Background: an optimization exercise with open tools, aiming at small area and a short achievable clock period. Do not read the settings as production practice. RTL that was checked went through simulation tests only; none was proved equivalent to the original. Power and IR drop assume default switching activity.

// systolic_row
module systolic_row (
    input  logic                          i_clk,
    input  logic                          i_rst_n,
    input  logic                          i_approx,        
    input  sa_pkg::pixel_t                i_pixel,         
    input  logic [8*8-1:0]       i_weight,        
    input  logic [8-1:0]              i_clear,         
    output logic [8*(8 + 8 + $clog2(3))-1:0]    o_acc_result,    
    output logic [8-1:0]             o_pass_pixel,    
    output logic [8*8-1:0]       o_pass_weight    
);
Size: about 4500 cells after synthesis, ~300 I/O pins, about 0.033 sq mm of cells after synthesis.
clock: 10.5 ns
lec_check: 0
abc_area: 1
cap_margin: 20
core_margin: 2
core_utilization: 65
setup_slack_margin: 3
slew_margin: 20
run.sh (not shown) runs the stock make flow with config.mk's settings and CLKGATE_MAP_FILE= SYNTH_SCRIPT=/design/flow/synth_recipe.tcl, a recipe that flattens the netlist after the stock synthesis.
The first run finished clean.
Next try:
--- a/flow/design.v
+++ b/flow/design.v
@@ -379,22 +379,37 @@
     sa_pkg::weight_t      w_dec;               
     logic [7:0]           b_fac;               
     logic [9:0]           op3;                 
     logic [5:0]           mant3;               
     logic [10:0]          x1;                  
     logic [12:0]          x3;                  
     logic [3:0]           sel1, sel2, sel3;    
     logic [12:0]          rowv [4];
     logic [15:0]          p_s, p_c;            
     logic [15:0]          p_gen, p_prp;        
     logic                 p_ovf;               
+    logic                 ov_g0, ov_p0;
+    logic                 ov_g1, ov_p1;
+    logic                 ov_g2, ov_p2;
+    logic                 ov_g3, ov_p3;
+    logic                 ov_g4, ov_p4;
+    logic                 ov_g5, ov_p5;
+    logic                 ov_g6, ov_p6;
+    logic                 ov_g7, ov_p7;
+    logic                 ov_g8, ov_p8;
+    logic                 ov_g9, ov_p9;
+    logic                 ov_g10, ov_p10;
+    logic                 ov_g11, ov_p11;
+    logic                 ov_g12, ov_p12;
+    logic                 ov_g13, ov_p13;
+    logic                 ov_g14, ov_p14;
     logic [15:0]          m_s;
     logic [16:0]          m_c;                 
     logic [16:0]          lo_sum;
     logic [1:0]           hi_base;
     logic [17:0]          acc_sum;
     sa_pkg::acc_t         acc_q;
     logic                 t0;
     logic                 t1;
     logic                 t2;
     logic                 t3;
     logic                 t4;
@@ -580,28 +595,52 @@
     assign p_c[11] = t60;
     assign p_s[12] = t61;
     assign p_c[12] = t62;
     assign p_s[13] = t63;
     assign p_c[13] = t64;
     assign p_s[14] = t66;
     assign p_c[14] = t65;
     assign p_s[15] = t67;
     assign p_c[15] = t68;
     assign p_gen = p_s & p_c;
     assign p_prp = p_s | p_c;
-    always_comb begin
-        p_ovf = 1'b0;
-        for (int i = 0; i < 16; i++) begin
-            p_ovf = p_gen[i] | (p_prp[i] & p_ovf);
-        end
-    end
+    assign ov_g0 = p_gen[1] | (p_prp[1] & p_gen[0]);
+    assign ov_p0 = p_prp[1] & p_prp[0];
+    assign ov_g1 = p_gen[3] | (p_prp[3] & p_gen[2]);
+    assign ov_p1 = p_prp[3] & p_prp[2];
+    assign ov_g2 = p_gen[5] | (p_prp[5] & p_gen[4]);
+    assign ov_p2 = p_prp[5] & p_prp[4];
+    assign ov_g3 = p_gen[7] | (p_prp[7] & p_gen[6]);
+    assign ov_p3 = p_prp[7] & p_prp[6];
+    assign ov_g4 = p_gen[9] | (p_prp[9] & p_gen[8]);
+    assign ov_p4 = p_prp[9] & p_prp[8];
+    assign ov_g5 = p_gen[11] | (p_prp[11] & p_gen[10]);
+    assign ov_p5 = p_prp[11] & p_prp[10];
+    assign ov_g6 = p_gen[13] | (p_prp[13] & p_gen[12]);
+    assign ov_p6 = p_prp[13] & p_prp[12];
+    assign ov_g7 = p_gen[15] | (p_prp[15] & p_gen[14]);
+    assign ov_p7 = p_prp[15] & p_prp[14];
+    assign ov_g8 = ov_g1 | (ov_p1 & ov_g0);
+    assign ov_p8 = ov_p1 & ov_p0;
+    assign ov_g9 = ov_g3 | (ov_p3 & ov_g2);
+    assign ov_p9 = ov_p3 & ov_p2;
+    assign ov_g10 = ov_g5 | (ov_p5 & ov_g4);
+    assign ov_p10 = ov_p5 & ov_p4;
+    assign ov_g11 = ov_g7 | (ov_p7 & ov_g6);
+    assign ov_p11 = ov_p7 & ov_p6;
+    assign ov_g12 = ov_g9 | (ov_p9 & ov_g8);
+    assign ov_p12 = ov_p9 & ov_p8;
+    assign ov_g13 = ov_g11 | (ov_p11 & ov_g10);
+    assign ov_p13 = ov_p11 & ov_p10;
+    assign ov_g14 = ov_g13 | (ov_p13 & ov_g12);
+    assign p_ovf = ov_g14;
     assign m_s = acc_q[15:0] ^ p_s ^ p_c;
     assign m_c = {(acc_q[15:0] & p_s) | (acc_q[15:0] & p_c) | (p_s & p_c), 1'b0};
     assign lo_sum = 17'(m_s) + 17'(m_c[15:0]);
     assign hi_base[0] = acc_q[16] ^ m_c[16] ^ p_ovf;
     assign hi_base[1] = acc_q[17] ^ ((acc_q[16] & m_c[16] & ~p_ovf) | (~acc_q[16] & ~m_c[16] & p_ovf));
     assign acc_sum[15:0] = lo_sum[15:0];
     assign acc_sum[16]   = hi_base[0] ^ lo_sum[16];
     assign acc_sum[17]   = lo_sum[16] ? hi_base[1] ^ hi_base[0] : hi_base[1];
     always_ff @(posedge i_clk or negedge i_rst_n) begin
         if (!i_rst_n) begin
             o_operand <= '0;
Result:
- power rises by roughly a tenth
- global-route usage is higher by 1.6 points
- setup slack improves by 82 ps
- die area goes up by a few percent
- routed wire length goes up by roughly a tenth
- via count climbs by a little under a tenth
Only the layout flow was run in the second run of this note; the RTL was not checked for function there.

## separate check: timing with driven ports
The results above use ideal ports. As a check the final layouts listed here were re-extracted and re-timed, cells and wires unchanged.
Step 1 assumes that a clkbuf_16 drives the clock port and a buf_2 every other input.
Step 2 adds t to the input delays and takes it off the output delays; t is the mean of the earliest and latest rising clock arrival at the registers after step 1. Input paths then give back, and output paths get back, about the clock's delay inside the block.
Slacks: no drivers / after step 1 / after step 2; pairs: no drivers / after step 1.
run	t (ns)	setup slack, ns	clock arrival spread, ns
the first run	0.665	3.342 / 3.385 / 2.721	0.029 / 0.029
the second run	0.657	3.423 / 3.443 / 2.786	0.025 / 0.025
After both steps every run listed still meets setup and hold. The setup slack of the second run, which loses most, moves by +0.020 ns with the drivers and by -0.637 ns with both steps.
